Background: an optimization exercise with open tools, aiming at small area, a short achievable clock period and few clock cycles per item. Do not read the settings as production practice.
At most, simulation tests tie the RTL to the original design; equivalence was not proved.
Power and IR drop assume default switching activity.

==> inputs of job 398 <==
Design mips_integer_core_step_top, start of the top module:
module mips_integer_core_step_top (
	input  logic        clk,
	input  logic        arst_n,
	input  logic        inst_valid,
	output logic        inst_ready,
	input  logic [63:0] inst_item,
	output logic        res_valid,
	input  logic        res_ready,
	output logic [102:0] res_item,
	input  logic        cfg_valid,
	output logic        cfg_ready,
	input  logic [31:0] cfg_data
);
export LEC_CHECK = 0
export CAP_MARGIN = 30
export CORE_MARGIN = 2
export CORE_UTILIZATION = 40
export SETUP_SLACK_MARGIN = 3.0
export SLEW_MARGIN = 30
create_clock -name core_clock -period 7.0 [get_ports {clk}]
run.sh (not shown) runs the stock make flow with config.mk's settings and CLKGATE_MAP_FILE= SYNTH_SCRIPT=/design/flow/synth_recipe.tcl, a recipe that flattens the netlist after the stock synthesis.
==> job 4774: changes against job 398 <==
--- a/flow/design.v
+++ b/flow/design.v
@@ -106,13 +106,12 @@
 	input  logic        start,
 	input  logic        set,
 	input  logic [31:0] a,       
 	input  logic [31:0] b,       
 	input  logic        neg_q,
 	input  logic        neg_r,
-	input  logic        zq,      
 	output logic        busy,     
 	output logic [31:0] rem,
 	output logic [31:0] quot,
 	output logic        rem_neg,
 	output logic        quot_neg
 );
@@ -122,13 +121,13 @@
 	logic [1:0]  st_q;    
 	function automatic logic [5:0] lzc(input logic [31:0] v);
 		lzc = 6'd32;
 		for (int i = 0; i < 32; i++) if (v[i]) lzc = 6'(31 - i);
 	endfunction
 	logic [5:0] la_q, lb_q;
-	logic       zq_q;
+	logic       zq_q;      
 	logic [5:0] sh;
 	logic [32:0] diff;
 	logic [31:0] r1;
 	assign sh = lb_q - la_q;
 	assign diff = {1'b0, r_q} - {1'b0, d_q};
 	assign r1 = diff[32] ? r_q : diff[31:0];
@@ -149,26 +148,26 @@
 				r_q <= a;
 				q_q <= '0;
 				nq_q <= neg_q;
 				nr_q <= neg_r;
 				st_q <= 2'd1;
 			end else if (st_q == 2'd1) begin
-				st_q <= (la_q > lb_q) ? 2'd0 : 2'd2;
+				st_q <= zq_q ? 2'd0 : 2'd2;
 			end else if (st_q == 2'd2) begin
 				r_q <= r1;
 				q_q <= {q_q[30:0], !diff[32]};
 				if (cnt_q == 5'd0) st_q <= 2'd0;
 			end
 		end
 	end
 	always_ff @(posedge clk) begin
 		if (start) begin
 			d_q <= b;
 			la_q <= lzc(a);
 			lb_q <= lzc(b);
-			zq_q <= zq;
+			zq_q <= lzc(a) > lzc(b);
 		end
 		else if (st_q == 2'd1) begin
 			d_q <= d_q << sh[4:0];
 			cnt_q <= sh[4:0];
 		end else if (st_q == 2'd2) begin
 			d_q <= d_q >> 1;
@@ -193,13 +192,13 @@
 	input  logic        cfg_valid,
 	output logic        cfg_ready,
 	input  logic [31:0] cfg_data
 );
 	logic        dv_q;
 	logic [31:0] dw_q;
-	logic [31:0] ew_q, ea_q, eb_q, ei_q;
+	logic [31:0] ew_q, ea_q, ei_q;
 	logic [31:0] pc_q, sr_q;
 	logic        halted_q;
 	logic [4:0]  pend_t_q;
 	logic [1:0]  pend_m_q;
 	logic        pend_sr_q;
 	logic        wb_v_q;
@@ -258,28 +257,28 @@
 			mics_pkg::OpAddi, mics_pkg::OpAddiu, mics_pkg::OpSlti, mics_pkg::OpSltiu,
 			mics_pkg::OpAndi, mics_pkg::OpOri, mics_pkg::OpLui: begin d_wr = 1'b1; d_widx = dw_q[20:16]; end
 			default: ;
 		endcase
 		d_amt = d_sll ? (6'd32 - {1'b0, dw_q[10:6]}) : {1'b0, dw_q[10:6]};
 		case (d_op)
-			mics_pkg::OpAddi, mics_pkg::OpAddiu, mics_pkg::OpSlti, mics_pkg::OpSltiu,
-			mics_pkg::OpLb, mics_pkg::OpLbu, mics_pkg::OpLw, mics_pkg::OpSb, mics_pkg::OpSh,
-			mics_pkg::OpSw: begin d_imm = 1'b1; d_immv = {{16{dw_q[15]}}, dw_q[15:0]}; end
+			mics_pkg::OpAddi, mics_pkg::OpAddiu, mics_pkg::OpSlti, mics_pkg::OpSltiu: begin
+				d_imm = 1'b1; d_immv = {{16{dw_q[15]}}, dw_q[15:0]};
+			end
 			mics_pkg::OpAndi, mics_pkg::OpOri: begin d_imm = 1'b1; d_immv = {16'h0, dw_q[15:0]}; end
 			mics_pkg::OpLui: begin d_imm = 1'b1; d_immv = {dw_q[15:0], 16'h0}; end
 			default: begin d_imm = 1'b0; d_immv = {{16{dw_q[15]}}, dw_q[15:0]}; end
 		endcase
 	end
 	logic [5:0]  op, fn;
 	logic [4:0]  rsi, rti, rdi;
-	logic [31:0] rs, rt, simm, pc_inc, br_tgt, j_tgt, sum, shres, hl, hlv;
+	logic [31:0] rs, rt, simm, pc_inc, br_tgt, j_tgt, sum, addr, shres, hl, hlv;
 	logic [32:0] s33;
 	logic        isolated, sltv, sltuv, ovf, eq;
 	logic [63:0] fun;
 	assign rs = ea_q;
-	assign rt = eb_q;
+	assign rt = ei_q;    
 	assign op = ew_q[31:26];
 	assign fn = ew_q[5:0];
 	assign rsi = ew_q[25:21];
 	assign rti = ew_q[20:16];
 	assign rdi = ew_q[15:11];
 	assign simm = {{16{ew_q[15]}}, ew_q[15:0]};
@@ -289,14 +288,15 @@
 	assign isolated = sr_q[16];
 	assign s33 = {1'b0, ea_q} + {1'b0, ei_q} + {32'h0, c_inv_q};
 	assign sum = s33[31:0];
 	assign sltuv = !s33[32];
 	assign sltv = (ea_q[31] == ei_q[31]) ? ea_q[31] : sum[31];
 	assign ovf = (ea_q[31] == ei_q[31]) && (sum[31] != ea_q[31]);
-	assign eq = ea_q == eb_q;
-	assign fun = {(c_sll_q ? eb_q : {32{c_sra_q & eb_q[31]}}), (c_sll_q ? 32'h0 : eb_q)} >> c_amt_q;
+	assign eq = ea_q == ei_q;
+	assign addr = ea_q + simm;
+	assign fun = {(c_sll_q ? rt : {32{c_sra_q & rt[31]}}), (c_sll_q ? 32'h0 : rt)} >> c_amt_q;
 	assign shres = fun[31:0];
 	logic [31:0] div_rem, div_quot;
 	logic        div_busy, div_rn, div_qn;
 	assign hl = c_hi_q ? div_rem : div_quot;
 	assign hlv = (c_hi_q ? div_rn : div_qn) ? (32'h0 - hl) : hl;
 	logic [31:0] wr_val, wr_oth;
@@ -356,25 +356,25 @@
 					end else st = mics_pkg::StBadCop;
 				end else if (rsi == mics_pkg::CopMf) begin
 					if (rdi == mics_pkg::Cp0Sr) new_sr = 1'b1;
 					else st = mics_pkg::StBadCop;
 				end else st = mics_pkg::StBadCop;
 			end
-			mics_pkg::OpLb: begin kind = mics_pkg::KindLoad; maddr = sum; new_m = mics_pkg::PlSByte; end
-			mics_pkg::OpLbu: begin kind = mics_pkg::KindLoad; maddr = sum; new_m = mics_pkg::PlUByte; end
+			mics_pkg::OpLb: begin kind = mics_pkg::KindLoad; maddr = addr; new_m = mics_pkg::PlSByte; end
+			mics_pkg::OpLbu: begin kind = mics_pkg::KindLoad; maddr = addr; new_m = mics_pkg::PlUByte; end
 			mics_pkg::OpLw: if (!isolated) begin
-				kind = mics_pkg::KindLoad; size = mics_pkg::SizeWord; maddr = sum; new_m = mics_pkg::PlWord;
+				kind = mics_pkg::KindLoad; size = mics_pkg::SizeWord; maddr = addr; new_m = mics_pkg::PlWord;
 			end
 			mics_pkg::OpSb: if (!isolated) begin
-				kind = mics_pkg::KindStore; maddr = sum; sdata = {24'h0, rt[7:0]};
+				kind = mics_pkg::KindStore; maddr = addr; sdata = {24'h0, rt[7:0]};
 			end
 			mics_pkg::OpSh: if (!isolated) begin
-				kind = mics_pkg::KindStore; size = mics_pkg::SizeHalf; maddr = sum; sdata = {16'h0, rt[15:0]};
+				kind = mics_pkg::KindStore; size = mics_pkg::SizeHalf; maddr = addr; sdata = {16'h0, rt[15:0]};
 			end
 			mics_pkg::OpSw: if (!isolated) begin
-				kind = mics_pkg::KindStore; size = mics_pkg::SizeWord; maddr = sum; sdata = rt;
+				kind = mics_pkg::KindStore; size = mics_pkg::SizeWord; maddr = addr; sdata = rt;
 			end
 			default: st = mics_pkg::StBadOp;
 		endcase
 	end
 	assign stall = c_hilo_q && div_busy && !halted_q;
 	assign fire = dv_q && !stall && (!res_valid_q || res_ready);
@@ -390,28 +390,19 @@
 			div_b = (div_signed && rs[31]) ? 32'd1 : 32'hffffffff;
 		end else begin
 			div_a = (div_signed && rs[31]) ? (32'h0 - rs) : rs;
 			div_b = (div_signed && rt[31]) ? (32'h0 - rt) : rt;
 		end
 	end
-	logic [31:0] zq_a, zq_b, zq_m;
-	logic        zq;
-	always_comb begin
-		zq_a = (div_signed && rs[31]) ? {~rs[30:0], 1'b1} : rs;
-		zq_b = (div_signed && rt[31]) ? ~rt : rt;
-		zq_m[31] = zq_a[31];
-		for (int i = 30; i >= 0; i--) zq_m[i] = zq_m[i + 1] | zq_a[i];
-		zq = (zq_b & ~zq_m) != '0;
-	end
 	mics_div u_div (
 		.clk(clk), .arst_n(arst_n),
 		.start(fire && !halted_q && div_go),
 		.set(fire && !halted_q && div_set),
 		.a(div_a), .b(div_b),
 		.neg_q(div_signed && (rs[31] ^ rt[31])),
-		.neg_r(div_signed && rs[31]), .zq(zq),
+		.neg_r(div_signed && rs[31]),
 		.busy(div_busy), .rem(div_rem), .quot(div_quot), .rem_neg(div_rn), .quot_neg(div_qn)
 	);
 	logic        ex_we, land_in, land_hit;
 	logic [4:0]  land_t, wr_idx;
 	logic [1:0]  land_m;
 	logic [31:0] land_val;
@@ -503,13 +494,12 @@
 	always_ff @(posedge clk) begin
 		if (accept) dw_q <= inst_item[63:32];
 		if (fire) begin
 			c_amt_q <= d_amt;
 			c_widx_q <= d_widx;
 			ea_q <= fa ? wr_val : opa;
-			eb_q <= fb ? wr_val : opb_o;
 			ei_q <= (d_imm ? d_immv : (fb ? wr_val : opb_o)) ^ {32{d_inv}};
 		end
 		if (land_in) begin
 			wb_t_q <= land_t;
 			wb_d_q <= land_val;
 		end
- CORE_UTILIZATION: 40 -> 30
- PLACE_DENSITY: default -> 0.5
- SETUP_SLACK_MARGIN: 3.0 -> 2.5
==> job 4653: changes against job 398 <==
--- a/flow/design.v
+++ b/flow/design.v
@@ -106,13 +106,12 @@
 	input  logic        start,
 	input  logic        set,
 	input  logic [31:0] a,       
 	input  logic [31:0] b,       
 	input  logic        neg_q,
 	input  logic        neg_r,
-	input  logic        zq,      
 	output logic        busy,     
 	output logic [31:0] rem,
 	output logic [31:0] quot,
 	output logic        rem_neg,
 	output logic        quot_neg
 );
@@ -122,13 +121,12 @@
 	logic [1:0]  st_q;    
 	function automatic logic [5:0] lzc(input logic [31:0] v);
 		lzc = 6'd32;
 		for (int i = 0; i < 32; i++) if (v[i]) lzc = 6'(31 - i);
 	endfunction
 	logic [5:0] la_q, lb_q;
-	logic       zq_q;
 	logic [5:0] sh;
 	logic [32:0] diff;
 	logic [31:0] r1;
 	assign sh = lb_q - la_q;
 	assign diff = {1'b0, r_q} - {1'b0, d_q};
 	assign r1 = diff[32] ? r_q : diff[31:0];
@@ -162,23 +160,22 @@
 	end
 	always_ff @(posedge clk) begin
 		if (start) begin
 			d_q <= b;
 			la_q <= lzc(a);
 			lb_q <= lzc(b);
-			zq_q <= zq;
 		end
 		else if (st_q == 2'd1) begin
 			d_q <= d_q << sh[4:0];
 			cnt_q <= sh[4:0];
 		end else if (st_q == 2'd2) begin
 			d_q <= d_q >> 1;
 			cnt_q <= cnt_q - 5'd1;
 		end
 	end
-	assign busy = st_q == 2'd2 || (st_q == 2'd1 && !zq_q);
+	assign busy = st_q == 2'd2 || (st_q == 2'd1 && la_q <= lb_q);
 	assign rem = r_q;
 	assign quot = q_q;
 	assign rem_neg = nr_q;
 	assign quot_neg = nq_q;
 endmodule
 module mips_integer_core_step_top (
@@ -268,13 +265,13 @@
 			mics_pkg::OpLui: begin d_imm = 1'b1; d_immv = {dw_q[15:0], 16'h0}; end
 			default: begin d_imm = 1'b0; d_immv = {{16{dw_q[15]}}, dw_q[15:0]}; end
 		endcase
 	end
 	logic [5:0]  op, fn;
 	logic [4:0]  rsi, rti, rdi;
-	logic [31:0] rs, rt, simm, pc_inc, br_tgt, j_tgt, sum, shres, hl, hlv;
+	logic [31:0] rs, rt, simm, pc_inc, br_tgt, j_tgt, bx, sum, shres, hl, hlv;
 	logic [32:0] s33;
 	logic        isolated, sltv, sltuv, ovf, eq;
 	logic [63:0] fun;
 	assign rs = ea_q;
 	assign rt = eb_q;
 	assign op = ew_q[31:26];
@@ -284,16 +281,17 @@
 	assign rdi = ew_q[15:11];
 	assign simm = {{16{ew_q[15]}}, ew_q[15:0]};
 	assign pc_inc = pc_q + 32'd4;
 	assign br_tgt = pc_q + {simm[29:0], 2'b00};
 	assign j_tgt = {pc_q[31:28], ew_q[25:0], 2'b00};
 	assign isolated = sr_q[16];
-	assign s33 = {1'b0, ea_q} + {1'b0, ei_q} + {32'h0, c_inv_q};
+	assign bx = ei_q ^ {32{c_inv_q}};
+	assign s33 = {1'b0, ea_q} + {1'b0, bx} + {32'h0, c_inv_q};
 	assign sum = s33[31:0];
 	assign sltuv = !s33[32];
-	assign sltv = (ea_q[31] == ei_q[31]) ? ea_q[31] : sum[31];
+	assign sltv = (ea_q[31] ^ ei_q[31]) ? ea_q[31] : sum[31];
 	assign ovf = (ea_q[31] == ei_q[31]) && (sum[31] != ea_q[31]);
 	assign eq = ea_q == eb_q;
 	assign fun = {(c_sll_q ? eb_q : {32{c_sra_q & eb_q[31]}}), (c_sll_q ? 32'h0 : eb_q)} >> c_amt_q;
 	assign shres = fun[31:0];
 	logic [31:0] div_rem, div_quot;
 	logic        div_busy, div_rn, div_qn;
@@ -390,41 +388,32 @@
 			div_b = (div_signed && rs[31]) ? 32'd1 : 32'hffffffff;
 		end else begin
 			div_a = (div_signed && rs[31]) ? (32'h0 - rs) : rs;
 			div_b = (div_signed && rt[31]) ? (32'h0 - rt) : rt;
 		end
 	end
-	logic [31:0] zq_a, zq_b, zq_m;
-	logic        zq;
-	always_comb begin
-		zq_a = (div_signed && rs[31]) ? {~rs[30:0], 1'b1} : rs;
-		zq_b = (div_signed && rt[31]) ? ~rt : rt;
-		zq_m[31] = zq_a[31];
-		for (int i = 30; i >= 0; i--) zq_m[i] = zq_m[i + 1] | zq_a[i];
-		zq = (zq_b & ~zq_m) != '0;
-	end
 	mics_div u_div (
 		.clk(clk), .arst_n(arst_n),
 		.start(fire && !halted_q && div_go),
 		.set(fire && !halted_q && div_set),
 		.a(div_a), .b(div_b),
 		.neg_q(div_signed && (rs[31] ^ rt[31])),
-		.neg_r(div_signed && rs[31]), .zq(zq),
+		.neg_r(div_signed && rs[31]),
 		.busy(div_busy), .rem(div_rem), .quot(div_quot), .rem_neg(div_rn), .quot_neg(div_qn)
 	);
 	logic        ex_we, land_in, land_hit;
 	logic [4:0]  land_t, wr_idx;
 	logic [1:0]  land_m;
 	logic [31:0] land_val;
 	assign wr_idx = c_widx_q;
 	assign ex_we = !halted_q && c_wr_q && c_widx_q != '0;
 	always_comb begin
 		if (fire) begin
 			land_t = new_t;
-			land_m = new_m;
-			land_in = !halted_q && (new_m != mics_pkg::PlNone || new_sr);
+			land_m = (halted_q || st != mics_pkg::StOk) ? mics_pkg::PlNone : new_m;
+			land_in = !halted_q && st == mics_pkg::StOk && (new_m != mics_pkg::PlNone || new_sr);
 			if (new_sr) land_m = mics_pkg::PlNone;
 			land_hit = d_wr && d_widx == new_t;
 		end else begin
 			land_t = pend_t_q;
 			land_m = pend_m_q;
 			land_in = pend_sr_q || pend_m_q != mics_pkg::PlNone;
@@ -478,13 +467,13 @@
 			if (land_in) wb_v_q <= 1'b1;
 			else if (ex_we) wb_v_q <= wb_v_q && wb_t_q != wr_idx;
 			else wb_v_q <= 1'b0;
 			if (accept) begin
 				pend_m_q <= mics_pkg::PlNone;
 				pend_sr_q <= 1'b0;
-			end else if (fire && !halted_q) begin
+			end else if (fire && !halted_q && st == mics_pkg::StOk) begin
 				pend_t_q <= new_t;
 				pend_m_q <= new_m;
 				pend_sr_q <= new_sr;
 			end
 			if (fire) begin
 				ew_q <= dw_q;
@@ -504,13 +493,13 @@
 		if (accept) dw_q <= inst_item[63:32];
 		if (fire) begin
 			c_amt_q <= d_amt;
 			c_widx_q <= d_widx;
 			ea_q <= fa ? wr_val : opa;
 			eb_q <= fb ? wr_val : opb_o;
-			ei_q <= (d_imm ? d_immv : (fb ? wr_val : opb_o)) ^ {32{d_inv}};
+			ei_q <= d_imm ? d_immv : (fb ? wr_val : opb_o);
 		end
 		if (land_in) begin
 			wb_t_q <= land_t;
 			wb_d_q <= land_val;
 		end
 		if (fire) begin
==> summary of the runs <==
Between job 4774 and job 4653, the lower routed wire length is in job 4653 (gap 6.5%, measured against job 4653).
Of job 4774 and job 4653, job 4653 has the higher global-route usage (gap 7.7 points).
Sequential share of layout area: job 398 < job 4774 < job 4653.
Job 4653 completed with no timing, DRC or antenna violations. Job 398 finished clean. Job 4774 completed with no timing, DRC or antenna violations.
Sequential power: job 4774 is lower than job 398 (about 5%).
The highest final cell count belongs to job 4774, the lowest to job 4653.
Sequential cell count, lowest first: job 4774, job 4653, job 398.
In job 4774 the area after synthesis is smaller than in job 398, by 2.4%.
The highest via count belongs to job 398, the lowest to job 4774.
Testbench counts of job 4653, summed over its fixed seeds: cycles 36,501, items 32,000.
The RTL of job 398 and job 4774 was laid out without a check of its function.

what the ideal ports hide:
The results above use ideal ports. As a check the final layouts listed here were re-extracted and re-timed, cells and wires unchanged.
Step 1 sets driving cells, clkbuf_16 on the clock port and buf_2 on the other inputs (assumed; they add their load-dependent delay and slew).
Step 2, shift: input delay + t, output delay - t, t = (earliest + latest rising clock arrival at the registers) / 2. This alone moves slack from input paths to output paths.
a / b / c = ideal / step 1 / step 2; a / b = the first two.
| run | t (ns) | slack for setup (ns) | hold WS [ns] | worst setup path after step 2 | slew at the worst register clock pin (ns) |
|---|---|---|---|---|---|
| job 398 | 0.932 | 2.859 / 2.859 / 2.653 | 0.490 / 0.488 / 0.490 | input to register | 0.07 / 0.07 |
| job 4774 | 0.941 | 2.289 / 2.289 / 2.092 | 0.482 / 0.482 / 0.482 | input to register | 0.08 / 0.08 |
| job 4653 | 0.934 | 2.751 / 2.706 / 2.153 | 0.489 / 0.489 / 0.489 | input to register | 0.07 / 0.07 |
After both steps setup and hold are still met in every run listed. The setup slack of job 4653, which loses most, moves by -0.045 ns with the drivers and by -0.598 ns with both steps.
